Source: an optimization exercise on an open RTL-to-GDS flow (aim: small area, a short achievable clock period and few clock cycles). Production flows keep margins and buffers that such runs may drop.
Only simulation tests tie the RTL to the original design; equivalence was not proved.

<file path="flow/flow/run.sh">
#!/bin/bash
# Standard layout, with timing repair aimed below the clock period so that the
# achieved period comes out shorter. The SDC and clock period are the standard flow's own.
set -euo pipefail
bash standard.sh SETUP_SLACK_MARGIN=6.5 finish > standard_flow.log 2>&1
</file>
<file path="flow/standard.sh">
#!/bin/bash
# synth_recipe.tcl (not shown) runs the flow's synth.tcl, then flattens the netlist and writes it again
# the make line also repeats each setting of config.mk as NAME=value (left out here)
make -C /OpenROAD-flow-scripts/flow DESIGN_CONFIG=/design/flow/config.mk WORK_HOME=/design/flow/orfs CLKGATE_MAP_FILE= SYNTH_SCRIPT=/design/flow/synth_recipe.tcl "${@:-finish}"
</file>
<file path="flow/config.mk">
export PLATFORM = sky130hd
export DESIGN_NAME = sha224_message_digest
export DESIGN_NICKNAME = sha224_message_digest
export VERILOG_FILES = /design/flow/design.v
export SDC_FILE = /design/flow/constraint.sdc
export NUM_CORES = 4
export LEC_CHECK = 0
export ABC_AREA = 1
export CAP_MARGIN = 20
export CORE_MARGIN = 2
export CORE_UTILIZATION = 60
export CTS_BUF_LIST = sky130_fd_sc_hd__clkbuf_8
export SLEW_MARGIN = 20
</file>
<file path="flow/constraint.sdc">
create_clock -name core_clock -period 11.0 [get_ports {clk}]
set_input_delay 2.2000 -clock core_clock [delete_from_list [all_inputs] [get_ports {clk}]]
set_output_delay 2.2000 -clock core_clock [all_outputs]
set_load 0.01 [all_outputs]
</file>
<file path="flow/design.v">
package sha224_pkg;
    typedef logic [31:0]       word_t;
    typedef logic [7:0][31:0]  state8_t;    
    typedef logic [15:0][31:0] window_t;    
    typedef struct packed {
        logic  push;
        word_t word;
    } push_t;
    typedef struct packed {
        logic       busy;
        logic [3:0] fill;
    } core_status_t;
    localparam logic [2:0] LAST_DIGEST_IDX = 3'd6;
    localparam logic [3:0] LEN_SLOT_FILL   = 4'd14;
    localparam logic [3:0] FULL_FILL       = 4'd15;
    localparam logic [5:0] LAST_ROUND      = 6'd63;
    localparam word_t      PAD_WORD        = 32'h8000_0000;
    localparam state8_t INIT_HASH = {
        32'hBEFA4FA4, 32'h64F98FA7, 32'h68581511, 32'hFFC00B31,
        32'hF70E5939, 32'h3070DD17, 32'h367CD507, 32'hC1059ED8
    };
    function automatic word_t rotr(input word_t x, input int n);
        rotr = (x >> n) | (x << (32 - n));
    endfunction
    function automatic word_t big_sigma0(input word_t x);
        big_sigma0 = rotr(x, 2) ^ rotr(x, 13) ^ rotr(x, 22);
    endfunction
    function automatic word_t big_sigma1(input word_t x);
        big_sigma1 = rotr(x, 6) ^ rotr(x, 11) ^ rotr(x, 25);
    endfunction
    function automatic word_t small_sigma0(input word_t x);
        small_sigma0 = rotr(x, 7) ^ rotr(x, 18) ^ (x >> 3);
    endfunction
    function automatic word_t small_sigma1(input word_t x);
        small_sigma1 = rotr(x, 17) ^ rotr(x, 19) ^ (x >> 10);
    endfunction
    function automatic logic [63:0] csa42(input word_t x1, input word_t x2,
                                          input word_t x3, input word_t x4);
        word_t p, t, co, ci, s, c;
        p  = x1 ^ x2;
        t  = p ^ (x3 ^ x4);
        for (int i = 0; i < 32; i++)
        begin
            co[i] = p[i] ? x3[i] : x1[i];
        end
        ci = co << 1;
        s  = t ^ ci;
        for (int i = 0; i < 32; i++)
        begin
            c[i] = t[i] ? ci[i] : x4[i];
        end
        csa42 = {c << 1, s};
    endfunction
    function automatic word_t add_ks(input word_t x, input word_t y);
        word_t g, p, gg, pp;
        g  = x & y;
        p  = x ^ y;
        gg = g;
        pp = p;
        for (int d = 1; d < 32; d = d * 2)
        begin
            for (int i = 31; i >= d; i--)
            begin
                gg[i] = gg[i] | (pp[i] & gg[i - d]);
                pp[i] = pp[i] & pp[i - d];
            end
        end
        add_ks = p ^ (gg << 1);
    endfunction
    function automatic word_t add_sk(input word_t x, input word_t y);
        word_t g, p, gg, pp;
        g  = x & y;
        p  = x ^ y;
        gg = g;
        pp = p;
        for (int l = 0; l < 5; l++)
        begin
            for (int i = 0; i < 32; i++)
            begin
                if (((i >> l) & 1) == 1)
                begin
                    gg[i] = gg[i] | (pp[i] & gg[((i >> l) << l) - 1]);
                    pp[i] = pp[i] & pp[((i >> l) << l) - 1];
                end
            end
        end
        add_sk = p ^ (gg << 1);
    endfunction
    function automatic word_t round_k(input logic [5:0] idx);
        case (idx)
            6'd0:  round_k = 32'h428A2F98;
            6'd1:  round_k = 32'h71374491;
            6'd2:  round_k = 32'hB5C0FBCF;
            6'd3:  round_k = 32'hE9B5DBA5;
            6'd4:  round_k = 32'h3956C25B;
            6'd5:  round_k = 32'h59F111F1;
            6'd6:  round_k = 32'h923F82A4;
            6'd7:  round_k = 32'hAB1C5ED5;
            6'd8:  round_k = 32'hD807AA98;
            6'd9:  round_k = 32'h12835B01;
            6'd10: round_k = 32'h243185BE;
            6'd11: round_k = 32'h550C7DC3;
            6'd12: round_k = 32'h72BE5D74;
            6'd13: round_k = 32'h80DEB1FE;
            6'd14: round_k = 32'h9BDC06A7;
            6'd15: round_k = 32'hC19BF174;
            6'd16: round_k = 32'hE49B69C1;
            6'd17: round_k = 32'hEFBE4786;
            6'd18: round_k = 32'h0FC19DC6;
            6'd19: round_k = 32'h240CA1CC;
            6'd20: round_k = 32'h2DE92C6F;
            6'd21: round_k = 32'h4A7484AA;
            6'd22: round_k = 32'h5CB0A9DC;
            6'd23: round_k = 32'h76F988DA;
            6'd24: round_k = 32'h983E5152;
            6'd25: round_k = 32'hA831C66D;
            6'd26: round_k = 32'hB00327C8;
            6'd27: round_k = 32'hBF597FC7;
            6'd28: round_k = 32'hC6E00BF3;
            6'd29: round_k = 32'hD5A79147;
            6'd30: round_k = 32'h06CA6351;
            6'd31: round_k = 32'h14292967;
            6'd32: round_k = 32'h27B70A85;
            6'd33: round_k = 32'h2E1B2138;
            6'd34: round_k = 32'h4D2C6DFC;
            6'd35: round_k = 32'h53380D13;
            6'd36: round_k = 32'h650A7354;
            6'd37: round_k = 32'h766A0ABB;
            6'd38: round_k = 32'h81C2C92E;
            6'd39: round_k = 32'h92722C85;
            6'd40: round_k = 32'hA2BFE8A1;
            6'd41: round_k = 32'hA81A664B;
            6'd42: round_k = 32'hC24B8B70;
            6'd43: round_k = 32'hC76C51A3;
            6'd44: round_k = 32'hD192E819;
            6'd45: round_k = 32'hD6990624;
            6'd46: round_k = 32'hF40E3585;
            6'd47: round_k = 32'h106AA070;
            6'd48: round_k = 32'h19A4C116;
            6'd49: round_k = 32'h1E376C08;
            6'd50: round_k = 32'h2748774C;
            6'd51: round_k = 32'h34B0BCB5;
            6'd52: round_k = 32'h391C0CB3;
            6'd53: round_k = 32'h4ED8AA4A;
            6'd54: round_k = 32'h5B9CCA4F;
            6'd55: round_k = 32'h682E6FF3;
            6'd56: round_k = 32'h748F82EE;
            6'd57: round_k = 32'h78A5636F;
            6'd58: round_k = 32'h84C87814;
            6'd59: round_k = 32'h8CC70208;
            6'd60: round_k = 32'h90BEFFFA;
            6'd61: round_k = 32'hA4506CEB;
            6'd62: round_k = 32'hBEF9A3F7;
            6'd63: round_k = 32'hC67178F2;
            default: round_k = 32'h0000_0000;
        endcase
    endfunction
    localparam word_t H0 = 32'hC1059ED8;
    localparam word_t H1 = 32'h367CD507;
    localparam word_t H2 = 32'h3070DD17;
    localparam word_t H3 = 32'hF70E5939;
    localparam word_t H4 = 32'hFFC00B31;
    localparam word_t H5 = 32'h68581511;
    localparam word_t H6 = 32'h64F98FA7;
    localparam word_t H7 = 32'hBEFA4FA4;
endpackage
module sha224_round (
    input  logic [31:0] a,
    input  logic [31:0] b,
    input  logic [31:0] c,
    input  logic [31:0] d,
    input  logic [31:0] e,
    input  logic [31:0] f,
    input  logic [31:0] g,
    input  logic [31:0] h,
    input  logic [31:0] k,
    input  logic [31:0] w,
    output logic [31:0] a_next,
    output logic [31:0] e_next
);
    logic [31:0] s1, ch, s0, mj;
    logic [31:0] x0, y0, x1, y1, x2, y2, x3, y3, x4, y4;
    always_comb
    begin
        s1 = sha224_pkg::big_sigma1(e);
        ch = (e & f) | (~e & g);
        s0 = sha224_pkg::big_sigma0(a);
        mj = (a & b) | (a & c) | (b & c);
        x0 = h ^ k ^ w;
        y0 = ((h & k) | (h & w) | (k & w)) << 1;
        {y1, x1} = sha224_pkg::csa42(s1, ch, s0, mj);
        {y2, x2} = sha224_pkg::csa42(x1, y1, x0, y0);
        a_next = sha224_pkg::add_ks(x2, y2);
        {y3, x3} = sha224_pkg::csa42(d, h, k, w);
        {y4, x4} = sha224_pkg::csa42(s1, ch, x3, y3);
        e_next = sha224_pkg::add_ks(x4, y4);
    end
endmodule
module sha224_core (
    input  logic        clk,
    input  logic        start,        
    input  logic        init,         
    input  logic        adv,          
    input  logic        sched_on,     
    input  logic [5:0]  rnd_next,     
    input  logic [15:0] win_en,       
    input  logic [31:0] feed_word,    
    input  logic        drain,        
    input  logic        init_lane,    
    input  logic [1:0]  step,         
    input  logic        rot_a,        
    input  logic        rot_e,        
    input  logic        e_to_a,       
    output logic [31:0] out_a         
);
    logic [31:0] a, b, c, d, e, f, g, h;
    logic [31:0] k_reg;
    logic [15:0][31:0] win;
    logic [3:0][31:0]  ra;            
    logic [3:0][31:0]  re;            
    logic [31:0] a_next, e_next;
    logic [31:0] sched_word;
    logic [31:0] top_word;
    logic [31:0] xa, xe, sum_a, sum_e;
    logic [31:0] ia, ie;
    sha224_round u_round (
        .a (a), .b (b), .c (c), .d (d), .e (e), .f (f), .g (g), .h (h),
        .k (k_reg), .w (win[0]),
        .a_next (a_next), .e_next (e_next)
    );
    logic [31:0] u0, v0;
    always_comb
    begin
        {v0, u0} = sha224_pkg::csa42(sha224_pkg::small_sigma1(win[14]), win[9],
                                     sha224_pkg::small_sigma0(win[1]), win[0]);
        sched_word = sha224_pkg::add_sk(u0, v0);
    end
    assign top_word = sched_on ? sched_word : feed_word;
    always_ff @(posedge clk)
    begin
        for (int i = 0; i < 15; i++)
        begin
            if (win_en[i])
            begin
                win[i] <= win[i + 1];
            end
        end
        if (win_en[15])
        begin
            win[15] <= top_word;
        end
    end
    always_ff @(posedge clk)
    begin
        k_reg <= sha224_pkg::round_k(rnd_next);
    end
    always_ff @(posedge clk)
    begin
        if (start)
        begin
            a <= init ? sha224_pkg::H0 : sum_a;
            b <= init ? sha224_pkg::H1 : ra[3];
            c <= init ? sha224_pkg::H2 : ra[2];
            d <= init ? sha224_pkg::H3 : ra[1];
            e <= init ? sha224_pkg::H4 : sum_e;
            f <= init ? sha224_pkg::H5 : re[3];
            g <= init ? sha224_pkg::H6 : re[2];
            h <= init ? sha224_pkg::H7 : re[1];
        end
        else if (adv)
        begin
            a <= a_next;
            b <= a;
            c <= b;
            d <= c;
            e <= e_next;
            f <= e;
            g <= f;
            h <= g;
        end
    end
    always_comb
    begin
        case (step)
            2'd0:    begin ia = sha224_pkg::H3; ie = sha224_pkg::H7; end
            2'd1:    begin ia = sha224_pkg::H2; ie = sha224_pkg::H6; end
            2'd2:    begin ia = sha224_pkg::H1; ie = sha224_pkg::H5; end
            default: begin ia = sha224_pkg::H0; ie = sha224_pkg::H4; end
        endcase
        xa = e_to_a ? re[3] : (init_lane && !drain) ? ia : ra[0];
        xe = (init_lane && !drain) ? ie : re[0];
        sum_a = sha224_pkg::add_sk(xa, drain ? '0 : a);
        sum_e = sha224_pkg::add_sk(xe, drain ? '0 : e);
    end
    always_ff @(posedge clk)
    begin
        if (rot_a)
        begin
            ra <= {sum_a, ra[3:1]};
        end
        if (rot_e)
        begin
            re <= {sum_e, re[3:1]};
        end
    end
    assign out_a = ra[3];
endmodule
module sha224_pad (
    input  logic        clk,
    input  logic        rst_n,
    input  logic        ins,           
    input  logic        pos13,         
    input  logic        msg_valid,
    input  logic [31:0] data_word,
    input  logic [2:0]  byte_count,
    input  logic        last_word,
    output logic [31:0] feed_word,
    output logic        feed_avail,    
    output logic        feed_msg,      
    output logic        feed_first,    
    output logic        feed_lenlo,    
    output logic        feed_msg_next  
);
    typedef enum logic [2:0] {F_MSG, F_PAD, F_ZERO, F_LEN_HI, F_LEN_LO} feed_state_t;
    feed_state_t state_reg;
    feed_state_t state_next;
    logic [58:0] words_reg;        
    logic [1:0]  rem_reg;          
    logic [60:0] bytes;
    logic        word_inc;
    logic        first_reg;
    logic [2:0]  count_sat;
    logic [31:0] tail_word;
    logic [2:0]  fill_state;
    assign count_sat  = (byte_count > 3'd4) ? 3'd4 : byte_count;
    assign bytes      = {words_reg, rem_reg};
    assign word_inc   = ins && (state_reg == F_MSG) && (!last_word || count_sat[2]);
    assign fill_state = pos13 ? F_LEN_HI : F_ZERO;
    always_comb
    begin
        case (count_sat)
            3'd0:    tail_word = sha224_pkg::PAD_WORD;
            3'd1:    tail_word = {data_word[31:24], 24'h80_0000};
            3'd2:    tail_word = {data_word[31:16], 16'h8000};
            3'd3:    tail_word = {data_word[31:8], 8'h80};
            default: tail_word = data_word;
        endcase
    end
    always_comb
    begin
        case (state_reg)
            F_MSG:    feed_word = last_word ? tail_word : data_word;
            F_PAD:    feed_word = sha224_pkg::PAD_WORD;
            F_LEN_HI: feed_word = bytes[60:29];
            F_LEN_LO: feed_word = {bytes[28:0], 3'b000};
            default:  feed_word = '0;
        endcase
    end
    assign feed_msg   = (state_reg == F_MSG);
    assign feed_avail = !feed_msg || msg_valid;
    assign feed_first = first_reg;
    assign feed_lenlo = (state_reg == F_LEN_LO);
    always_ff @(posedge clk or negedge rst_n)
    begin
        if (!rst_n)
        begin
            words_reg <= '0;
        end
        else if (ins && state_reg == F_LEN_LO)
        begin
            words_reg <= '0;
        end
        else if (word_inc)
        begin
            words_reg <= words_reg + 59'd1;
        end
    end
    always_comb
    begin
        state_next = state_reg;
        if (ins)
        begin
            case (state_reg)
                F_MSG:    state_next = !last_word ? F_MSG
                                     : (count_sat == 3'd4) ? F_PAD : feed_state_t'(fill_state);
                F_PAD,
                F_ZERO:   state_next = feed_state_t'(fill_state);
                F_LEN_HI: state_next = F_LEN_LO;
                default:  state_next = F_MSG;
            endcase
        end
    end
    assign feed_msg_next = (state_next == F_MSG);
    always_ff @(posedge clk or negedge rst_n)
    begin
        if (!rst_n)
        begin
            state_reg <= F_MSG;
            rem_reg   <= '0;
            first_reg <= 1'b1;
        end
        else
        begin
            state_reg <= state_next;
            if (ins)
            begin
                case (state_reg)
                    F_MSG:
                    begin
                        first_reg <= 1'b0;
                        if (last_word)
                        begin
                            rem_reg <= count_sat[1:0];
                        end
                    end
                    F_LEN_LO:
                    begin
                        rem_reg   <= '0;
                        first_reg <= 1'b1;
                    end
                    default:
                    begin
                    end
                endcase
            end
        end
    end
endmodule
module sha224_message_digest (
    input  logic         clk,
    input  logic         rst_n,
    input  logic         msg_valid,
    output logic         msg_ready,
    input  logic [31:0]  msg_data_word,
    input  logic [2:0]   msg_byte_count,
    input  logic         msg_last_word,
    output logic         digest_valid,
    input  logic         digest_ready,
    output logic [31:0]  digest_digest_word,
    output logic [2:0]   digest_word_index,
    output logic         digest_digest_last
);
    typedef enum logic [1:0] {S_IDLE, S_RUN, S_FIN} core_state_t;
    core_state_t state_reg, state_next;
    logic [5:0]  rnd_reg, rnd_next;
    logic        blk_first_reg;    
    logic        blk_last_reg;     
    logic        nxt_first_reg;    
    logic        nxt_last_reg;     
    logic        full_reg, full_next;       
    logic [3:0]  pos_reg, pos_next;         
    logic [3:0]  base_reg;         
    logic        broken_reg, broken_next;   
    logic        dbusy_reg, dbusy_next;     
    logic        dvalid_reg;
    logic [2:0]  didx_reg;
    logic        dlast_reg;
    logic [1:0]  drot_reg;         
    logic        dvalid_next;
    logic [2:0]  didx_next;
    logic        dlast_next;
    logic [1:0]  drot_next;
    logic        drain_reg;        
    logic        running, fin, stall, adv, tail, fill, start, add_step;
    logic        can_ins, ins, ins_tail, ins_fill;
    logic        drain_rot, out_accept;
    logic [15:0] win_en;
    logic [31:0] feed_word;
    logic        feed_avail, feed_msg, feed_first, feed_lenlo, feed_msg_next;
    logic        ibv_reg, ibv_next;
    logic [31:0] ib_data_reg;
    logic [2:0]  ib_count_reg;
    logic        ib_last_reg;
    logic        rdy_reg;
    logic        take;
    logic        running_n, stall_n, tail_n, fill_n, can_ins_n;
    assign running  = (state_reg == S_RUN);
    assign fin      = (state_reg == S_FIN);
    assign stall    = running && (rnd_reg == 6'd61) && dbusy_reg;
    assign adv      = running && !stall;
    assign tail     = adv && rnd_reg[5] && rnd_reg[4];
    assign fill     = !running && !full_reg;
    assign start    = full_reg && ((state_reg == S_IDLE) || fin);
    assign add_step = (adv && (rnd_reg[5:2] == 4'hF) && (rnd_reg[1:0] != 2'd0))
                   || (fin && (blk_last_reg || full_reg));
    assign can_ins  = (tail && !broken_reg) || fill;
    assign ins_tail = tail && !broken_reg && feed_avail;
    assign ins_fill = fill && feed_avail;
    assign ins      = ins_tail || ins_fill;
    assign out_accept = dvalid_reg && digest_ready;
    assign drain_rot  = drain_reg;
    assign take      = !ibv_reg || (can_ins && feed_msg);
    assign msg_ready = rdy_reg;
    assign ibv_next  = take ? msg_valid : ibv_reg;
    always_comb
    begin
        state_next = state_reg;
        case (state_reg)
            S_RUN:   if (adv && rnd_reg == 6'd63) state_next = S_FIN;
            S_FIN:   if (start) state_next = S_RUN; else if (blk_last_reg) state_next = S_IDLE;
            default: if (start) state_next = S_RUN;
        endcase
    end
    assign rnd_next    = start ? 6'd0 : (adv ? rnd_reg + 6'd1 : rnd_reg);
    assign pos_next    = ins ? pos_reg + 4'd1 : pos_reg;
    assign full_next   = start ? 1'b0 : (full_reg || (ins && pos_reg == 4'd15));
    assign broken_next = start ? 1'b0 : (broken_reg || (tail && !ins_tail));
    assign dbusy_next  = (fin && blk_last_reg)
                      || (dbusy_reg && !(out_accept && didx_reg == sha224_pkg::LAST_DIGEST_IDX));
    assign running_n = (state_next == S_RUN);
    assign stall_n   = running_n && (rnd_next == 6'd61) && dbusy_next;
    assign tail_n    = running_n && !stall_n && rnd_next[5] && rnd_next[4];
    assign fill_n    = !running_n && !full_next;
    assign can_ins_n = (tail_n && !broken_next) || fill_n;
    always_ff @(posedge clk or negedge rst_n)
    begin
        if (!rst_n)
        begin
            ibv_reg <= 1'b0;
            rdy_reg <= 1'b1;
        end
        else
        begin
            ibv_reg <= ibv_next;
            rdy_reg <= !ibv_next || (can_ins_n && feed_msg_next);
        end
    end
    always_ff @(posedge clk)
    begin
        if (take)
        begin
            ib_data_reg  <= msg_data_word;
            ib_count_reg <= msg_byte_count;
            ib_last_reg  <= msg_last_word;
        end
    end
    always_comb
    begin
        for (int i = 0; i < 16; i++)
        begin
            win_en[i] = adv || (ins_fill && (4'(i) >= base_reg));
        end
    end
    sha224_pad u_pad (
        .clk           (clk),
        .rst_n         (rst_n),
        .ins           (ins),
        .pos13         (pos_reg == 4'd13),
        .msg_valid     (ibv_reg),
        .data_word     (ib_data_reg),
        .byte_count    (ib_count_reg),
        .last_word     (ib_last_reg),
        .feed_word     (feed_word),
        .feed_avail    (feed_avail),
        .feed_msg      (feed_msg),
        .feed_first    (feed_first),
        .feed_lenlo    (feed_lenlo),
        .feed_msg_next (feed_msg_next)
    );
    sha224_core u_core (
        .clk       (clk),
        .start     (start),
        .init      (nxt_first_reg),
        .adv       (adv),
        .sched_on  (running && !(rnd_reg[5] && rnd_reg[4])),
        .rnd_next  (rnd_next),
        .win_en    (win_en),
        .feed_word (feed_word),
        .drain     (drain_rot),
        .init_lane (blk_first_reg),
        .step      (fin ? 2'd3 : rnd_reg[1:0] - 2'd1),
        .rot_a     (add_step || drain_rot),
        .rot_e     (add_step || (drain_rot && didx_reg[2])),
        .e_to_a    (drain_rot && didx_reg[2]),
        .out_a     (digest_digest_word)
    );
    always_ff @(posedge clk or negedge rst_n)
    begin
        if (!rst_n)
        begin
            state_reg     <= S_IDLE;
            rnd_reg       <= '0;
            blk_first_reg <= 1'b0;
            blk_last_reg  <= 1'b0;
            nxt_first_reg <= 1'b0;
            nxt_last_reg  <= 1'b0;
            full_reg      <= 1'b0;
            pos_reg       <= '0;
            base_reg      <= '0;
            broken_reg    <= 1'b0;
            dbusy_reg     <= 1'b0;
        end
        else
        begin
            state_reg  <= state_next;
            rnd_reg    <= rnd_next;
            pos_reg    <= pos_next;
            full_reg   <= full_next;
            broken_reg <= broken_next;
            dbusy_reg  <= dbusy_next;
            if (adv && rnd_reg == 6'd63)
            begin
                base_reg <= pos_next;
            end
            if (start)
            begin
                blk_first_reg <= nxt_first_reg;
                blk_last_reg  <= nxt_last_reg;
            end
            if (ins)
            begin
                if (pos_reg == 4'd0)
                begin
                    nxt_first_reg <= feed_first && feed_msg;
                end
                if (pos_reg == 4'd15)
                begin
                    nxt_last_reg <= feed_lenlo;
                end
            end
        end
    end
    always_comb
    begin
        dvalid_next = dvalid_reg;
        didx_next   = didx_reg;
        dlast_next  = dlast_reg;
        drot_next   = drot_reg;
        if (fin && blk_last_reg)
        begin
            dvalid_next = 1'b1;
            didx_next   = '0;
            dlast_next  = 1'b0;
        end
        else if (out_accept)
        begin
            dvalid_next = 1'b0;
            didx_next   = didx_reg + 3'd1;
            dlast_next  = (didx_reg == 3'd5);
            drot_next   = (didx_reg == 3'd3) ? 2'd1 : 2'd3;
        end
        else if (drain_rot)
        begin
            drot_next = drot_reg - 2'd1;
            if (drot_reg == 2'd1)
            begin
                dvalid_next = 1'b1;
            end
        end
    end
    always_ff @(posedge clk or negedge rst_n)
    begin
        if (!rst_n)
        begin
            dvalid_reg <= 1'b0;
            didx_reg   <= '0;
            dlast_reg  <= 1'b0;
            drot_reg   <= '0;
            drain_reg  <= 1'b0;
        end
        else
        begin
            dvalid_reg <= dvalid_next;
            didx_reg   <= didx_next;
            dlast_reg  <= dlast_next;
            drot_reg   <= drot_next;
            drain_reg  <= dbusy_next && !dvalid_next;
        end
    end
    assign digest_valid       = dvalid_reg;
    assign digest_word_index  = didx_reg;
    assign digest_digest_last = dlast_reg;
endmodule
</file>
==> results of run 1 <==
==> repair_timing <==
action | 4_1_cts | 5_1_grt
buffers inserted | 183 | 146
endpoints found under the setup margin | 139 | 84
cloned | 2 | 0
resized for setup | 341 | 541
pin swaps | 81 | 200
==> cells in the mapped netlist, types with 92 or more instances <==
library cell  instances  area [um2]
nand2_1            1517        5690
clkbuf_1             92         345
xnor2_1             253        2220
nand3_1             389        1950
ha_1                218        2730
inv_1               961        3610
nor2_1              462        1730
xor2_1              423        3700
o21ai_0             426        2130
dfrtp_1              96        2400
edfxtp_1           1060       31800
a21oi_1             413        2070
==> cell families (layout without fill, tap and decap cells) <==
group | count (synthesis) | after routing
multiplexers | 24 | 24
AND/OR/NAND/NOR | 2704 | 2705
AO/OA/AOI/OAI | 1191 | 1191
buffers and inverters | 1184 | 1817
other | 0 | 6
XOR/XNOR | 699 | 699
adder cells (fa/ha/maj) | 267 | 267
flip-flops | 1190 | 1190
==> worst max-delay path: stages (launching register included) <==
cell and delay [ns]:
edfxtp_1 0.58, buf_4 0.23, inv_1 0.33, nand3_1 0.29, nand2_1 0.16, nand2_1 0.10, nand2_1 0.14, nand2_1 0.11
nand3_1 0.09, nand2_1 0.05, nand2_1 0.16, nand2_1 0.10, nand2_1 0.09, nand2_1 0.07, xor2_1 0.45, ha_1 0.40
inv_1 0.14, nor3_4 0.07, a221oi_2 0.26, o211ai_1 0.13, buf_4 0.19, inv_1 0.06, nand3_1 0.07, nand3_1 0.07
nand2_1 0.06
==> per-stage QoR <==
step	utilization [%]	std cells	hold WS [ns]
final	72.2	9399	0.383
after global routing	72.2	9394	0.388
after CTS	68.9	9246	0.385
after detailed placement	62.7	8704	0.405
after global placement	62.7	8703	0.400
after floorplan	-	7259	0.400
==> final cells by class <==
class | count | area, um2 | share of cell area (%)
multi-input cells | 4886 | 32800 | 40.4
clock inverters | 156 | 1080 | 1.33
inverters | 993 | 3780 | 4.65
repair buffers | 467 | 4060 | 4.99
flip-flops and latches | 1190 | 34900 | 42.9
well taps | 1500 | 1880 | 2.31
clock buffers | 201 | 2770 | 3.40
diodes | 6 | 15.0 | 0.0185
==> layer usage <==
metal | track usage [%] | wire (um)
met5 | 0 | 51
met4 | 21.2 | 16100
met3 | 11.2 | 34700
met2 | 58.5 | 104000
met1 | 58.8 | 95600
==> worst min-delay path by stage <==
stage	from	to	slack, ns
finish	u_core.win[441]$_DFFE_PP_	u_core.win[409]$_DFFE_PP_	0.38
detailed placement	u_core.win[162]$_DFFE_PP_	u_core.win[130]$_DFFE_PP_	0.40
CTS	u_core.win[441]$_DFFE_PP_	u_core.win[409]$_DFFE_PP_	0.39
global route	u_core.win[509]$_DFFE_PP_	u_core.win[477]$_DFFE_PP_	0.39
floorplan	u_core.win[132]$_DFFE_PP_	u_core.win[100]$_DFFE_PP_	0.40
global placement	u_core.win[276]$_DFFE_PP_	u_core.win[244]$_DFFE_PP_	0.40
==> results.sh, run 1 <==
export IMPL_placed_cell_area_mm2=0.0706
export IMPL_synth_top_family_by_area="simple AND/OR/NAND/NOR gates"
export IMPL_dieArea_mm2=0.117
export IMPL_ys_types=80
export IMPL_drv_cap=0
export IMPL_worstSkewPairLatency_ns=0.97
export IMPL_wl_per_cell_um=26.6
export IMPL_final_setup_viol_count=0
export IMPL_fillers=8125
export IMPL_clk_pin_slew_ns=0.07
export IMPL_drc=0
export IMPL_synthXorXnorAreaFrac_pct=9.23
export IMPL_antenna_left=0
export IMPL_port_buffers=77
export IMPL_cts_hold_fix_buffers=0
export IMPL_final_area_mm2=0.0813
export IMPL_area_delta_synth_final_pct=19.1
export IMPL_min_path_type="flop to flop"
export IMPL_start_kind="flop"
export IMPL_drt_iter0_markers=8268
export IMPL_r2r_start="u_core.e[23]$_DFFE_PP_"
export IMPL_track_usage_pct=41.4
export IMPL_rows=123
export IMPL_fp_dieW_um=341
export IMPL_antenna_found_initial=10
export IMPL_largest_reg_flops=512
export IMPL_dp_slack_ns=4.50
export IMPL_path_max_fanout=5
export IMPL_tritoncts="yes"
export IMPL_ys_seq_area_share_pct=51.1
export IMPL_postRouteWirelength_mm=250
export IMPL_slew_limit_headroom_pct=15.2
export IMPL_pin_count=78
export IMPL_rr_worst_depth=24
export IMPL_vias=57700
export IMPL_root_buffer="clkbuf_8"
export IMPL_whs_path_depth=0
export IMPL_reg2reg_slack_ns=6.35
export IMPL_drive_gt1_share_pct=19.2
export IMPL_grt_pass1_wl_mm=348
export IMPL_core_area_mm2=0.113
export IMPL_die_h_um=341
export IMPL_clk_path_buf_depth=3
export IMPL_synthMuxAreaShare_pct=0.377
export IMPL_cts_buffers_inserted=194
export IMPL_post_dp_hpwl_mm=180
export IMPL_synthFlopType="edfxtp_1"
export IMPL_final_common_cell="nand2_1"
export IMPL_grt_pass1_vias=52700
export IMPL_endpoint_kind="flop"
export IMPL_clock_skew_ns=0.0714
export IMPL_synth_cells=7259
export IMPL_async_flop_share_pct=8.24
export IMPL_synthSimpleGateAreaFrac_pct=17.1
export IMPL_synth_compound_area_share_pct=9.90
export IMPL_synth_warnings=4
export IMPL_synth_edf_count=1060
export IMPL_fin_crit_ns=4.65
export IMPL_rsz0062_at_grt="true"
export IMPL_cp_startpoint="u_core.e[23]$_DFFE_PP_"
export IMPL_outcome="no timing/DRC/antenna violations"
export IMPL_fmax_ghz=0.215
export IMPL_rr_endpoint="u_core.a[31]$_DFFE_PP_"
export IMPL_crit_arrival_ns=5.34
export IMPL_synth_adder_area_share_pct=5.40
export IMPL_hold_violations=0
export IMPL_ys_ff_latch=1190
export IMPL_fin_crit_sh_pct=42.3
export IMPL_endpoint="u_core.a[31]$_DFFE_PP_"
export IMPL_start_util_pct=60.6
export IMPL_gp_congestion=1.08
export IMPL_cts_sinks=1190
export IMPL_syn_nets=7564
export IMPL_cts_htree_levels=4
export IMPL_worst_pin_slew_ns=1.26
export IMPL_layout_setup_ws_ns=6.35
export IMPL_final_nets=8037
export IMPL_slew_violations=0
export IMPL_grt_max_degree=126
export IMPL_syn_mean_instance_area_um2=9.41
export IMPL_crit_required_ns=11.69
export IMPL_top_regs="u_core.win: 512 flops, u_core.ra: 128 flops, u_core.re: 128 flops"
export IMPL_crit_type="flop to flop"
export IMPL_vias_per_cell=6.14
export IMPL_fin_setup_tns_ns=0
export IMPL_firstDrtPassIters=9
export IMPL_final_cell_mix="1359 x nand2_1, 1060 x edfxtp_1, 974 x inv_1"
export IMPL_regMostFlops="u_core.win"
export IMPL_grt_ovfl_total=0
export IMPL_syn_area_mm2=0.0683
Testbench counts, summed over its fixed seeds: cycles 49,728.
==> inputs of run 2 (changes only) <==
--- a/flow/config.mk
+++ b/flow/config.mk
@@ -6,8 +6,8 @@
 export NUM_CORES = 4
 export LEC_CHECK = 0
 export ABC_AREA = 1
-export CAP_MARGIN = 20
+export CAP_MARGIN = 40
 export CORE_MARGIN = 2
 export CORE_UTILIZATION = 60
 export CTS_BUF_LIST = sky130_fd_sc_hd__clkbuf_8
-export SLEW_MARGIN = 20
+export SLEW_MARGIN = 50
==> run 2 against run 1 <==
Clock skew is 0.035 ns higher. Final cell count is 0.18% lower. Still clean. First-iteration DRC count is 2.4% higher. Via count is 0.51% lower. Final area is 0.50% lower. Register-to-register slack better by 0.05 ns. Utilization is 0.36 points lower. Wire length is 0.13% lower.
==> results.sh, run 2 <==
export IMPL_fin_setup_tns_ns=0
export IMPL_grtUsageMet1_pct=58.4
export IMPL_rsz0062_at_grt="true"
export IMPL_reg2reg_slack_ns=6.39
export IMPL_dp_cells=8712
export IMPL_vias=57400
export IMPL_antenna_found_initial=22
export IMPL_gp_congestion=1.08
export IMPL_dieArea_mm2=0.117
export IMPL_wl_per_cell_um=26.6
export IMPL_post_dp_hpwl_mm=180
export IMPL_fin_crit_ns=4.61
export IMPL_drt_iter0_markers=8470
export IMPL_fin_crit_sh_pct=41.9
export IMPL_r2r_start="u_core.e[12]$_DFFE_PP_"
export IMPL_tritoncts="yes"
export IMPL_slew_violations=0
export IMPL_syn_mean_instance_area_um2=9.41
export IMPL_cts_htree_levels=4
export IMPL_endpoint_kind="flop"
export IMPL_syn_area_mm2=0.0683
export IMPL_clk_pin_slew_ns=0.07
export IMPL_synthSimpleGateAreaFrac_pct=17.1
export IMPL_area_delta_synth_final_pct=18.5
export IMPL_top_regs="u_core.win: 512 flops, u_core.ra: 128 flops, u_core.re: 128 flops"
export IMPL_final_setup_viol_count=0
export IMPL_fp_dieW_um=341
export IMPL_synthFlopType="edfxtp_1"
export IMPL_die_h_um=341
export IMPL_drc=0
export IMPL_synthMostInstantiatedCell="nand2_1"
export IMPL_busiest_layer="met2"
export IMPL_path_max_fanout=4
export IMPL_synth_compound_area_share_pct=9.90
export IMPL_worstSkewPairLatency_ns=1.01
export IMPL_regMostFlops="u_core.win"
export IMPL_netlist_area_leader_share_pct=46.6
export IMPL_final_common_cell="nand2_1"
export IMPL_async_flop_share_pct=8.24
export IMPL_grt_ovfl_total=0
export IMPL_syn_nets=7564
export IMPL_track_usage_pct=41.6
export IMPL_synthTopCellsByArea="edfxtp_1 47%, nand2_1 8.3%, xor2_1 5.4%"
export IMPL_outcome="no timing/DRC/antenna violations"
export IMPL_final_nets=8014
export IMPL_worst_pin_slew_ns=0.860
export IMPL_hp_start="u_core.win[413]$_DFFE_PP_"
export IMPL_ys_types=80
export IMPL_worstHoldEndpoint="u_core.win[381]$_DFFE_PP_"
export IMPL_crit_arrival_ns=5.32
export IMPL_crit_slowest_cell="edfxtp_1"
export IMPL_grt_max_degree=126
export IMPL_synth_common_cells="1517 x nand2_1, 1060 x edfxtp_1, 961 x inv_1"
export IMPL_pin_count=78
export IMPL_ys_seq_area_share_pct=51.1
export IMPL_synth_warnings=4
export IMPL_rows=123
export IMPL_largest_reg_flops=512
export IMPL_synthXorXnorAreaFrac_pct=9.23
export IMPL_fmax_ghz=0.217
export IMPL_layout_setup_ws_ns=6.39
export IMPL_synth_adder_area_share_pct=5.40
export IMPL_grt_util_met3_pct=12.0
export IMPL_min_path_type="flop to flop"
export IMPL_cts_sinks=1190
export IMPL_postRouteWirelength_mm=250
export IMPL_slew_limit_headroom_pct=42.1
export IMPL_whs_path_depth=0
export IMPL_synthMuxAreaShare_pct=0.377
export IMPL_fillers=8060
export IMPL_grt_pass1_vias=53100
export IMPL_crit_required_ns=11.71
export IMPL_grt_pass1_wl_mm=350
export IMPL_start_kind="flop"
export IMPL_core_area_mm2=0.113
export IMPL_clk_path_buf_depth=3
export IMPL_drive_gt1_share_pct=17.9
export IMPL_ys_ff_latch=1190
export IMPL_start_util_pct=60.6
export IMPL_clock_skew_ns=0.106
export IMPL_dp_slack_ns=4.99
export IMPL_synth_edf_count=1060
export IMPL_hold_violations=0
export IMPL_rr_worst_depth=29
export IMPL_crit_type="flop to flop"
export IMPL_rr_endpoint="u_core.a[16]$_DFFE_PP_"
export IMPL_synth_cells=7259
export IMPL_drv_cap=0
export IMPL_critPathMaxStageDelay_ns=0.51
export IMPL_yosys_area_top_type="edfxtp_1"
export IMPL_port_buffers=77
export IMPL_fin_cells=9382
export IMPL_met2_usage_pct=59.2
export IMPL_synth_top_family_by_area="simple AND/OR/NAND/NOR gates"
export IMPL_vias_per_cell=6.12
export IMPL_firstDrtPassIters=7
export IMPL_antenna_left=0
export IMPL_final_cell_mix="1404 x nand2_1, 1060 x edfxtp_1, 986 x inv_1"
export IMPL_root_buffer="clkbuf_8"
export IMPL_cts_buffers_inserted=195
[run 2: final cells by class]
| class | count | area, um2 | share of cell area (%) |
|---|---|---|---|
| flip-flops and latches | 1190 | 34900 | 43.2 |
| multi-input cells | 4886 | 32500 | 40.1 |
| repair buffers | 443 | 3950 | 4.88 |
| inverters | 993 | 3780 | 4.67 |
| clock buffers | 207 | 2850 | 3.52 |
| well taps | 1500 | 1880 | 2.32 |
| clock inverters | 154 | 1050 | 1.30 |
| diodes | 9 | 22.5 | 0.0278 |
[run 2: cells by family after synthesis]
kind of cell | Yosys count
buffers and inverters | 1184
XOR/XNOR | 699
AND/OR/NAND/NOR | 2704
adder cells (fa/ha/maj) | 267
multiplexers | 24
flip-flops | 1190
AO/OA/AOI/OAI | 1191
[run 2: critical path, delay by kind of cell (launching register included)]
| kind | cells | cell delay (ns) |
|---|---|---|
| and+or+nand+nor | 15 | 1.38 |
| xor gates and xnor gates | 3 | 0.86 |
| AOI/OAI and AO/OA | 4 | 0.57 |
| adders and majority gates | 2 | 0.52 |
| DFF | 1 | 0.51 |
| buffers and inverters | 5 | 0.49 |
[run 2: timing repair]
item / CTS / global route
pin swaps: 79 / 151
setup buffers: 167 / 127
hold endpoints to repair: 0 / 0
gates cloned: 2 / 0
gates resized for setup: 320 / 412
hold buffers: 0 / 0
endpoints found under the setup margin: 130 / 94
[run 2: worst max path at each step]
stage	from	endpoint	slack, ns	depth (start not counted)
floorplan	state_reg[1]$_DFF_PN0_	u_core.win[0]$_DFFE_PP_	6.51	11
global placement	drain_reg$_DFF_PN0_	u_core.e[22]$_DFFE_PP_	3.65	21
detailed placement	drain_reg$_DFF_PN0_	u_core.e[22]$_DFFE_PP_	4.99	21
CTS	u_core.e[12]$_DFFE_PP_	u_core.a[24]$_DFFE_PP_	6.45	33
global route	u_core.e[21]$_DFFE_PP_	u_core.a[31]$_DFFE_PP_	6.14	29
finish	u_core.e[12]$_DFFE_PP_	u_core.a[16]$_DFFE_PP_	6.39	29
[run 2: layer usage]
layer	vias to the layer above	routed length (um)
met4	22	14500
met2	3890	105000
met5	-	153
met1	27700	96400
met3	684	34300
li1	25200	-
[run 2: stage by stage]
| step | hold WS, ns | area [um2] | util [%] |
|---|---|---|---|
| 4_1_cts | 0.361 | 77700 | 69.0 |
| 3_5_place_dp | 0.405 | 70900 | 62.9 |
| 6_report | 0.355 | 80900 | 71.8 |
| 5_1_grt | 0.373 | 80900 | 71.8 |
| 2_1_floorplan | 0.400 | 68300 | - |
| 3_3_place_gp | 0.400 | 70600 | 62.7 |
==> inputs of run 3 (changes only) <==
--- a/flow/config.mk
+++ b/flow/config.mk
@@ -8,6 +8,6 @@
 export ABC_AREA = 1
 export CAP_MARGIN = 40
 export CORE_MARGIN = 2
-export CORE_UTILIZATION = 60
+export CORE_UTILIZATION = 50
 export CTS_BUF_LIST = sky130_fd_sc_hd__clkbuf_8
 export SLEW_MARGIN = 50
==> run 3 against run 2 <==
Wire length fell by 0.21%. Fmax rose by 0.92%. Sequential cell count did not move. Hold slack got worse by 0.0042 ns. Final cell count rose by 3.2%. Largest cell class unchanged. Highest routed layer unchanged.
==> results.sh, run 3 <==
export IMPL_syn_nets=7564
export IMPL_rr_endpoint="u_core.a[26]$_DFFE_PP_"
export IMPL_rr_worst_depth=31
export IMPL_synthXorXnorAreaFrac_pct=9.23
export IMPL_cts_hold_fix_buffers=0
export IMPL_tritoncts="yes"
export IMPL_fin_crit_sh_pct=41.5
export IMPL_crit_slowest_cell="edfxtp_1"
export IMPL_cts_buffers_inserted=200
export IMPL_path_max_fanout=5
export IMPL_cts_sinks=1190
export IMPL_dieArea_mm2=0.140
export IMPL_ys_seq_area_share_pct=51.1
export IMPL_synth_top_family_by_area="simple AND/OR/NAND/NOR gates"
export IMPL_whs_path_depth=0
export IMPL_syn_area_mm2=0.0683
export IMPL_synthMuxAreaShare_pct=0.377
export IMPL_antenna_found_initial=29
export IMPL_largest_reg_flops=512
export IMPL_ys_types=80
export IMPL_clock_skew_ns=0.0754
export IMPL_utilization_pct=60.2
export IMPL_synth_compound_area_share_pct=9.90
export IMPL_drt_iter0_markers=6976
export IMPL_worstSkewPairLatency_ns=0.96
export IMPL_final_nets=8023
export IMPL_vias_per_cell=5.78
export IMPL_worst_pin_slew_ns=0.851
export IMPL_yosys_area_top_type="edfxtp_1"
export IMPL_final_common_cell="nand2_1"
export IMPL_firstDrtPassIters=6
export IMPL_start_util_pct=50.4
export IMPL_dp_slack_ns=4.92
export IMPL_regMostFlops="u_core.win"
export IMPL_synth_adder_area_share_pct=5.40
export IMPL_crit_required_ns=11.70
export IMPL_synth_common_cells="1517 x nand2_1, 1060 x edfxtp_1, 961 x inv_1"
export IMPL_endpoint="u_core.a[26]$_DFFE_PP_"
export IMPL_post_dp_hpwl_mm=184
export IMPL_grt_max_degree=109
export IMPL_cts_htree_levels=4
export IMPL_final_area_mm2=0.0815
export IMPL_hp_start="u_core.win[440]$_DFFE_PP_"
export IMPL_slew_violations=0
export IMPL_drive_gt1_share_pct=18.5
export IMPL_crit_type="flop to flop"
export IMPL_r2r_start="u_core.e[18]$_DFFE_PP_"
export IMPL_synth_edf_count=1060
export IMPL_synth_warnings=4
export IMPL_grt_pass1_wl_mm=351
export IMPL_synthTopCellsByArea="edfxtp_1 47%, nand2_1 8.3%, xor2_1 5.4%"
export IMPL_rows=135
export IMPL_track_usage_pct=34.7
export IMPL_netlist_area_leader_share_pct=46.6
export IMPL_antenna_left=0
export IMPL_synthSimpleGateAreaFrac_pct=17.1
export IMPL_wl_per_cell_um=25.8
export IMPL_syn_mean_instance_area_um2=9.41
export IMPL_fp_dieW_um=374
export IMPL_core_area_mm2=0.135
export IMPL_synthMostInstantiatedCell="nand2_1"
export IMPL_fin_setup_tns_ns=0
export IMPL_min_path_type="flop to flop"
export IMPL_fin_crit_ns=4.56
export IMPL_reg2reg_slack_ns=6.44
export IMPL_top_regs="u_core.win: 512 flops, u_core.ra: 128 flops, u_core.re: 128 flops"
export IMPL_critPathMaxStageDelay_ns=0.52
export IMPL_fmax_ghz=0.219
export IMPL_final_setup_viol_count=0
export IMPL_outcome="no timing/DRC/antenna violations"
export IMPL_ys_ff_latch=1190
export IMPL_clk_path_buf_depth=3
export IMPL_drv_cap=0
export IMPL_cp_common_cell="nand2_1"
export IMPL_clk_pin_slew_ns=0.06
export IMPL_crit_arrival_ns=5.27
export IMPL_synth_cells=7259
export IMPL_postRouteWirelength_mm=249
export IMPL_vias=55900
export IMPL_rsz0062_at_grt="true"
export IMPL_grt_pass1_vias=51300
export IMPL_area_delta_synth_final_pct=19.4
export IMPL_pin_count=78
export IMPL_synthFlopType="edfxtp_1"
export IMPL_cp_startpoint="u_core.e[18]$_DFFE_PP_"
export IMPL_root_buffer="clkbuf_8"
export IMPL_async_flop_share_pct=8.24
export IMPL_gp_congestion=1.03
export IMPL_drc=0
export IMPL_port_buffers=77
export IMPL_grt_ovfl_total=0
export IMPL_hold_violations=0
export IMPL_placed_cell_area_mm2=0.0713
export IMPL_die_h_um=374
export IMPL_final_cell_mix="1369 x nand2_1, 1060 x edfxtp_1, 993 x inv_1"
export IMPL_slew_limit_headroom_pct=43.3
export IMPL_start_kind="flop"
export IMPL_layout_setup_ws_ns=6.44
export IMPL_endpoint_kind="flop"
[run 3: repair_timing]
| item | 4_1_cts | 5_1_grt |
|---|---|---|
| gates resized for setup | 290 | 487 |
| setup endpoints to repair | 209 | 111 |
| gates cloned | 1 | 0 |
| buffers inserted | 180 | 129 |
| pin swaps | 75 | 176 |
[run 3: kinds of logic after synthesis]
group / Yosys count
simple gates: 2704
compound gates: 1191
flops: 1190
buf+inv: 1184
xor+xnor: 699
fa+ha+maj: 267
mux: 24
[run 3: how the worst min path moves through the flow]
stage / endpoint
after detailed placement: u_core.win[132]$_DFFE_PP_
after CTS: u_core.win[408]$_DFFE_PP_
final: u_core.win[408]$_DFFE_PP_
after global routing: u_core.win[479]$_DFFE_PP_
after floorplan: u_core.win[100]$_DFFE_PP_
after global placement: u_core.win[462]$_DFFE_PP_
[run 3: layout make-up]
cell class                      count  area [um2]
Inverter                          993        3800
Sequential cell                  1190       34900
Clock buffer                      214        2950
Antenna cell                       10        25.0
Fill cell                       11600       53900
Clock inverter                    163        1120
Multi-Input combinational cell   4885       32400
Timing Repair Buffer              448        4020
Tap cell                         1781        2230
[run 3: routing by layer]
metal / wire length [um] / up-vias / GRT usage (%)
li1: - / 25200 / -
met1: 104000 / 27100 / 50.3
met2: 105000 / 3117 / 50.5
met3: 29800 / 532 / 8.75
met4: 10700 / 26 / 12.4
met5: 170 / - / 0
[run 3: critical path, delay by kind of cell (launching register included)]
kind	cells	cell delay [ns]
flops	1	0.52
simple gates	18	1.69
buf+inv	5	0.37
compound gates	4	0.56
xor+xnor	3	0.86
fa+ha+maj	1	0.32
[run 3: metrics by stage]
step	std cells	hold slack [ns]
2_1_floorplan	7259	0.400
3_3_place_gp	8977	0.400
3_5_place_dp	8985	0.405
4_1_cts	9543	0.350
5_1_grt	9677	0.367
6_report	9684	0.351
==> inputs of run 4 (changes only) <==
--- a/flow/config.mk
+++ b/flow/config.mk
@@ -8,6 +8,6 @@
 export ABC_AREA = 1
 export CAP_MARGIN = 40
 export CORE_MARGIN = 2
-export CORE_UTILIZATION = 50
+export CORE_UTILIZATION = 45
 export CTS_BUF_LIST = sky130_fd_sc_hd__clkbuf_8
 export SLEW_MARGIN = 50
==> run 4 against run 3 <==
Still clean on timing, DRC and antenna. Final area up 0.81%. Via count down 1.1%. Non-clock buffer count up 22. Sequential cell count unchanged. Register-to-register slack better by 0.05 ns. Die area up 11%. Synthesized cell count unchanged. Critical path depth down 9. Critical path type unchanged. Critical endpoint is now u_core.e[28]$_DFFE_PP_.
==> results.sh, run 4 <==
export IMPL_clock_skew_ns=0.0933
export IMPL_antenna_left=0
export IMPL_tritoncts="yes"
export IMPL_crit_type="flop to flop"
export IMPL_pin_count=78
export IMPL_path_max_fanout=5
export IMPL_ys_types=80
export IMPL_vias_per_cell=5.57
export IMPL_firstDrtPassIters=6
export IMPL_rr_worst_depth=22
export IMPL_start_util_pct=45.4
export IMPL_syn_mean_instance_area_um2=9.41
export IMPL_final_nets=8052
export IMPL_rsz0062_at_grt="true"
export IMPL_endpoint_kind="flop"
export IMPL_worst_hold_slack_ns=0.367
export IMPL_slew_violations=0
export IMPL_clk_pin_slew_ns=0.07
export IMPL_clk_path_buf_depth=3
export IMPL_vias=55300
export IMPL_ys_ff_latch=1190
export IMPL_grt_max_degree=109
export IMPL_final_cell_mix="1361 x nand2_1, 1060 x edfxtp_1, 989 x inv_1"
export IMPL_outcome="no timing/DRC/antenna violations"
export IMPL_crit_required_ns=11.68
export IMPL_cts_htree_levels=4
export IMPL_rows=142
export IMPL_cts_buffers_inserted=205
export IMPL_final_setup_viol_count=0
export IMPL_post_dp_hpwl_mm=186
export IMPL_whs_path_depth=0
export IMPL_grt_pass1_vias=51000
export IMPL_drive_gt1_share_pct=18.8
export IMPL_final_common_cell="nand2_1"
export IMPL_worst_pin_slew_ns=0.793
export IMPL_largest_reg_flops=512
export IMPL_drv_cap=0
export IMPL_hold_violations=0
export IMPL_synth_edf_count=1060
export IMPL_fmax_ghz=0.222
export IMPL_fin_crit_ns=4.51
export IMPL_cts_sinks=1190
export IMPL_syn_nets=7564
export IMPL_gp_congestion=0.986
export IMPL_synth_cells=7259
export IMPL_root_buffer="clkbuf_8"
export IMPL_core_area_mm2=0.150
export IMPL_synthFlopType="edfxtp_1"
export IMPL_min_path_type="flop to flop"
export IMPL_hp_start="u_core.win[341]$_DFFE_PP_"
export IMPL_yosys_area_top_type="edfxtp_1"
export IMPL_r2r_start="u_core.e[1]$_DFFE_PP_"
export IMPL_crit_arrival_ns=5.18
export IMPL_crit_slowest_cell="edfxtp_1"
export IMPL_fin_crit_sh_pct=41.0
export IMPL_synthTopCellsByArea="edfxtp_1 47%, nand2_1 8.3%, xor2_1 5.4%"
export IMPL_cts_hold_fix_buffers=0
export IMPL_ys_seq_area_share_pct=51.1
export IMPL_fin_setup_tns_ns=0
export IMPL_antenna_found_initial=13
export IMPL_syn_area_mm2=0.0683
export IMPL_drc=0
export IMPL_track_usage_pct=31.4
export IMPL_crit_chain="buf_12, buf_4, xnor2_4, xor2_4, inv_1, nand2_2, nand2_4, xor2_1, or2_2, nand2_1, xnor2_1, inv_1, ha_1, nand2_1, inv_1, a21oi_1, inv_1, a221oi_4, o211ai_1, or2_2, nand3_1, nand3_1"
export IMPL_die_h_um=394
export IMPL_worstSkewPairLatency_ns=0.97
export IMPL_drt_iter0_markers=6372
export IMPL_postRouteWirelength_mm=253
export IMPL_wl_per_cell_um=25.4
export IMPL_critPathMaxStageDelay_ns=0.43
export IMPL_grt_ovfl_total=0
export IMPL_area_delta_synth_final_pct=20.3
export IMPL_top_regs="u_core.win: 512 flops, u_core.ra: 128 flops, u_core.re: 128 flops"
export IMPL_port_buffers=77
export IMPL_regMostFlops="u_core.win"
export IMPL_start_kind="flop"
export IMPL_fp_dieW_um=394
export IMPL_synthMostInstantiatedCell="nand2_1"
export IMPL_synth_warnings=4
export IMPL_dieArea_mm2=0.155
export IMPL_slew_limit_headroom_pct=46.6
export IMPL_cp_startpoint="u_core.e[1]$_DFFE_PP_"
export IMPL_async_flop_share_pct=8.24
export IMPL_netlist_area_leader_share_pct=46.6
export IMPL_cp_common_cell="inv_1"
export IMPL_synth_common_cells="1517 x nand2_1, 1060 x edfxtp_1, 961 x inv_1"
export IMPL_grt_pass1_wl_mm=353
## run 4: cell types whose count changed in the layout (fill, tap and decap cells not counted), moves of 9 or more
cell | before | now
nand3_1 | 369 | 358
o21ai_2 | 37 | 46
o21ai_0 | 353 | 336
a21oi_1 | 358 | 368
nand2_2 | 145 | 134
nand3_2 | 28 | 40
o21ai_1 | 60 | 74
buf_4 | 307 | 325
nand2_4 | 36 | 51
clkbuf_8 | 215 | 229
## run 4: cell families (layout without fill, tap and decap cells)
group                      count (synthesis)  count (layout)  share of synthesized area (%)
other                                      0               3                              0
and+or+nand+nor                         2704            2706                           17.1
AOI/OAI and AO/OA                       1191            1191                           9.90
buffers and inverters                   1184            1845                           6.89
DFF                                     1190            1190                           51.1
xor gates and xnor gates                 699             699                           9.23
adders and majority gates                267             267                           5.40
muxes                                     24              24                          0.377
## run 4: metrics by stage
| step | instances | worst slack (ns) | util (%) | area, um2 |
|---|---|---|---|---|
| 2_1_floorplan | 7259 | 6.51 | - | 68300 |
| 3_3_place_gp | 9223 | 4.97 | 47.4 | 71300 |
| 3_5_place_dp | 9225 | 4.95 | 47.6 | 71500 |
| 4_1_cts | 9743 | 6.39 | 51.9 | 78000 |
| 5_1_grt | 9939 | 6.29 | 54.7 | 82200 |
| 6_report | 9941 | 6.49 | 54.7 | 82200 |
## run 4: layer usage
metal,share of wire [%],global-route usage [%],vias to the layer above,routed length [um]
met3,9.8,6.01,405,24800
met5,0.0051,0,-,13
met4,3.7,10.3,2,9400
met2,44,47.6,2549,111000
li1,-,-,25200,-
met1,43,45.1,27100,108000
## run 4: what timing repair did
item | 4_1_cts | 5_1_grt
setup endpoints to repair | 116 | 94
gates cloned | 2 | 2
setup buffers | 134 | 190
pin swaps | 46 | 155
resized for setup | 234 | 547
## run 4: final cells by class
class	count	area (um2)
clock buffers	228	3140
multi-input cells	4887	32400
inverters	993	3790
fillers	13500	68100
well taps	2016	2520
repair buffers	470	4230
clock inverters	154	1210
flip-flops and latches	1190	34900
diodes	3	7.51
## run 4: path summary, 6_finish.rpt
path / endpoint / slack [ns]
worst max-delay path: u_core.e[28]$_DFFE_PP_ / 6.49
worst min-delay path: u_core.win[309]$_DFFE_PP_ / 0.37
worst max register to register: u_core.e[28]$_DFFE_PP_ / 6.49
worst min register to register: u_core.win[309]$_DFFE_PP_ / 0.37
max in group asynchronous: u_pad.words_reg[45]$_DFFE_PN0P_ / 8.86
min in group asynchronous: u_pad.words_reg[18]$_DFFE_PN0P_ / 1.19
## run 4: worst max-delay path, delay by kind of cell (launching register included)
family                     cells  cell delay, ns
AOI/OAI and AO/OA              3            0.78
and+or+nand+nor                8            1.19
DFF                            1            0.43
xor gates and xnor gates       4            0.79
buffers and inverters          6            0.65
adders and majority gates      1            0.36
==> inputs of run 5 (changes only) <==
--- a/flow/config.mk
+++ b/flow/config.mk
@@ -6,8 +6,8 @@
 export NUM_CORES = 4
 export LEC_CHECK = 0
 export ABC_AREA = 1
-export CAP_MARGIN = 40
+export CAP_MARGIN = 60
 export CORE_MARGIN = 2
-export CORE_UTILIZATION = 45
+export CORE_UTILIZATION = 60
 export CTS_BUF_LIST = sky130_fd_sc_hd__clkbuf_8
-export SLEW_MARGIN = 50
+export SLEW_MARGIN = 70
==> run 5 against run 4 <==
Still clean on timing, DRC and antenna. Final cell count is 4.8% lower. Sequential share of layout area fell by 0.44 points. Via count up 5.3%. Final area is 1.1% higher. Worst setup slack worse by 0.14 ns. Non-clock buffer count is 58 higher. Hold slack better by 0.011 ns. Clock skew rose by 0.011 ns. Synthesized cell count is the same. Area after synthesis unchanged.
==> results.sh, run 5 <==
export IMPL_worst_hold_slack_ns=0.378
export IMPL_synthFlopType="edfxtp_1"
export IMPL_drt_iter0_markers=8335
export IMPL_synth_warnings=4
export IMPL_hold_violations=0
export IMPL_ys_seq_area_share_pct=51.1
export IMPL_ys_types=80
export IMPL_area_delta_synth_final_pct=21.6
export IMPL_dp_cells=8787
export IMPL_rr_endpoint="u_core.win[511]$_DFFE_PP_"
export IMPL_min_path_type="flop to flop"
export IMPL_largest_reg_flops=512
export IMPL_path_max_fanout=4
export IMPL_wl_per_cell_um=26.7
export IMPL_drv_cap=0
export IMPL_crit_arrival_ns=5.29
export IMPL_antenna_found_initial=16
export IMPL_clock_skew_ns=0.104
export IMPL_final_cell_mix="1376 x nand2_1, 1060 x edfxtp_1, 954 x inv_1"
export IMPL_synthMostInstantiatedCell="nand2_1"
export IMPL_cts_htree_levels=4
export IMPL_worstSkewPairLatency_ns=1.00
export IMPL_placed_cell_area_mm2=0.0728
export IMPL_fin_crit_ns=4.65
export IMPL_core_area_mm2=0.113
export IMPL_rows=123
export IMPL_fp_dieW_um=341
export IMPL_critPathMaxStageDelay_ns=0.50
export IMPL_synth_edf_count=1060
export IMPL_vias=58300
export IMPL_die_h_um=341
export IMPL_crit_required_ns=11.64
export IMPL_yosys_area_top_type="edfxtp_1"
export IMPL_tritoncts="yes"
export IMPL_fin_setup_tns_ns=0
export IMPL_fin_cells=9463
export IMPL_final_seq_area_mm2=0.0349
export IMPL_slew_limit_headroom_pct=62.7
export IMPL_firstDrtPassIters=9
export IMPL_outcome="no timing/DRC/antenna violations"
export IMPL_reg2reg_slack_ns=6.35
export IMPL_worst_pin_slew_ns=0.553
export IMPL_drive_gt1_share_pct=21.0
export IMPL_rr_worst_depth=20
export IMPL_start_kind="flop"
export IMPL_utilization_pct=73.7
export IMPL_pin_count=78
export IMPL_hp_start="u_core.win[511]$_DFFE_PP_"
export IMPL_r2r_start="u_core.win[452]$_DFFE_PP_"
export IMPL_post_dp_hpwl_mm=185
export IMPL_grt_ovfl_total=0
export IMPL_worstHoldEndpoint="u_core.win[479]$_DFFE_PP_"
export IMPL_regMostFlops="u_core.win"
export IMPL_synthTopCellsByArea="edfxtp_1 47%, nand2_1 8.3%, xor2_1 5.4%"
export IMPL_syn_nets=7564
export IMPL_crit_type="flop to flop"
export IMPL_grt_pass1_vias=53300
export IMPL_cts_hold_fix_buffers=0
export IMPL_final_common_cell="nand2_1"
export IMPL_dp_slack_ns=4.98
export IMPL_grt_max_degree=71
export IMPL_clk_path_buf_depth=3
export IMPL_endpoint_kind="flop"
export IMPL_root_buffer="clkbuf_8"
export IMPL_cts_buffers_inserted=192
export IMPL_grt_pass1_wl_mm=351
export IMPL_cp_common_cell="a21oi_1"
export IMPL_crit_chain="buf_4, xnor2_1, xor2_2, inv_1, or2_2, nand2_1, xor2_1, a21oi_1, ha_1, a21oi_1, inv_1, a21oi_1, o21ai_0, a21o_1, a21oi_4, inv_2, nand3_1, nand3_1, nand3_2, o21ai_0"
export IMPL_final_nets=8097
export IMPL_layout_setup_ws_ns=6.35
export IMPL_ys_ff_latch=1190
export IMPL_dieArea_mm2=0.117
export IMPL_rsz0062_at_grt="true"
export IMPL_postRouteWirelength_mm=252
export IMPL_final_area_mm2=0.0830
export IMPL_crit_slowest_cell="edfxtp_1"
export IMPL_clk_pin_slew_ns=0.07
export IMPL_drc=0
export IMPL_whs_path_depth=0
export IMPL_multi_input_area_mm2=0.0337
export IMPL_top_regs="u_core.win: 512 flops, u_core.ra: 128 flops, u_core.re: 128 flops"
export IMPL_synth_common_cells="1517 x nand2_1, 1060 x edfxtp_1, 961 x inv_1"
export IMPL_port_buffers=77
export IMPL_async_flop_share_pct=8.24
export IMPL_netlist_area_leader_share_pct=46.6
export IMPL_syn_area_mm2=0.0683
export IMPL_gp_congestion=1.08
export IMPL_start_util_pct=60.6
export IMPL_slew_violations=0
export IMPL_cts_sinks=1190
export IMPL_fillers=7854
export IMPL_synth_cells=7259
export IMPL_fmax_ghz=0.215
export IMPL_vias_per_cell=6.16
export IMPL_final_setup_viol_count=0
export IMPL_syn_mean_instance_area_um2=9.41
export IMPL_track_usage_pct=41.5
export IMPL_antenna_left=0
export IMPL_fin_crit_sh_pct=42.3
[run 5: worst max-delay path by stage]
| stage | startpoint | endpoint | slack, ns | cells after the start |
|---|---|---|---|---|
| after floorplan | state_reg[1]$_DFF_PN0_ | u_core.win[0]$_DFFE_PP_ | 6.51 | 11 |
| after global placement | drain_reg$_DFF_PN0_ | u_core.e[22]$_DFFE_PP_ | 3.65 | 21 |
| after detailed placement | u_core.e[12]$_DFFE_PP_ | u_core.a[24]$_DFFE_PP_ | 4.98 | 33 |
| after CTS | u_core.e[12]$_DFFE_PP_ | u_core.a[24]$_DFFE_PP_ | 6.41 | 35 |
| after global routing | u_core.e[21]$_DFFE_PP_ | u_core.a[29]$_DFFE_PP_ | 6.24 | 28 |
| final | u_core.win[452]$_DFFE_PP_ | u_core.win[511]$_DFFE_PP_ | 6.35 | 20 |
[run 5: kinds of logic after synthesis]
family / Yosys count / synth area share [%]
flip-flops: 1190 / 51.1
AND/OR/NAND/NOR: 2704 / 17.1
adder cells (fa/ha/maj): 267 / 5.40
AO/OA/AOI/OAI: 1191 / 9.90
multiplexers: 24 / 0.377
buffers and inverters: 1184 / 6.89
XOR/XNOR: 699 / 9.23
[run 5: routing by layer]
metal	GRT usage [%]	vias to the layer above	share of wire (%)
li1	-	25300	-
met5	0	-	0.025
met4	21.1	10	6.3
met2	59.1	4139	42
met1	58.2	28100	38
met3	11.8	775	14
[run 5: cell type report]
type	instances	share of cell area (%)
Tap cell	1500	2.26
Antenna cell	8	0.0241
Clock buffer	204	3.38
Clock inverter	153	1.26
Multi-Input combinational cell	4887	40.5
Timing Repair Buffer	528	5.91
Inverter	993	4.57
Sequential cell	1190	42.1
[run 5: timing repair]
| action | CTS | global route |
|---|---|---|
| cloned | 2 | 0 |
| pin swaps | 76 | 211 |
| setup buffers | 140 | 158 |
| setup endpoints to repair | 106 | 85 |
| resized for setup | 261 | 526 |
[run 5: worst max-delay path, delay by kind of cell, from the launching register on]
family | cells | cell delay (ns)
AO/OA/AOI/OAI | 7 | 1.40
XOR/XNOR | 3 | 0.90
AND/OR/NAND/NOR | 5 | 0.71
buffers and inverters | 4 | 0.55
flip-flops | 1 | 0.50
adder cells (fa/ha/maj) | 1 | 0.26

[port drivers added, routing unchanged]
No port has a modelled driver above. Below, the same layouts with a new extraction and two added sets of constraints. Step 1 assumes that a clkbuf_16 drives the clock port and a buf_2 every other input. Step 2, shift: input delay + t, output delay - t, t = (earliest + latest rising clock arrival at the registers) / 2. This alone moves slack from input paths to output paths. a / b / c = ideal / step 1 / step 2; a / b = the first two.
run	shift t [ns]	setup WS [ns]	hold slack, ns	worst setup path after step 2	cell pins on the clock port's net
run 1	1.014	6.348 / 6.348 / 6.348	0.383 / 0.383 / 0.383	register to register	1
run 2	1.035	6.394 / 6.394 / 6.394	0.355 / 0.355 / 0.355	register to register	1
run 3	1.000	6.436 / 6.433 / 6.436	0.351 / 0.351 / 0.351	register to register	1
run 4	0.999	6.491 / 6.491 / 6.491	0.367 / 0.367 / 0.367	register to register	1
run 5	1.017	6.347 / 6.347 / 6.347	0.378 / 0.378 / 0.378	register to register	1
After both steps every run listed still meets setup and hold.
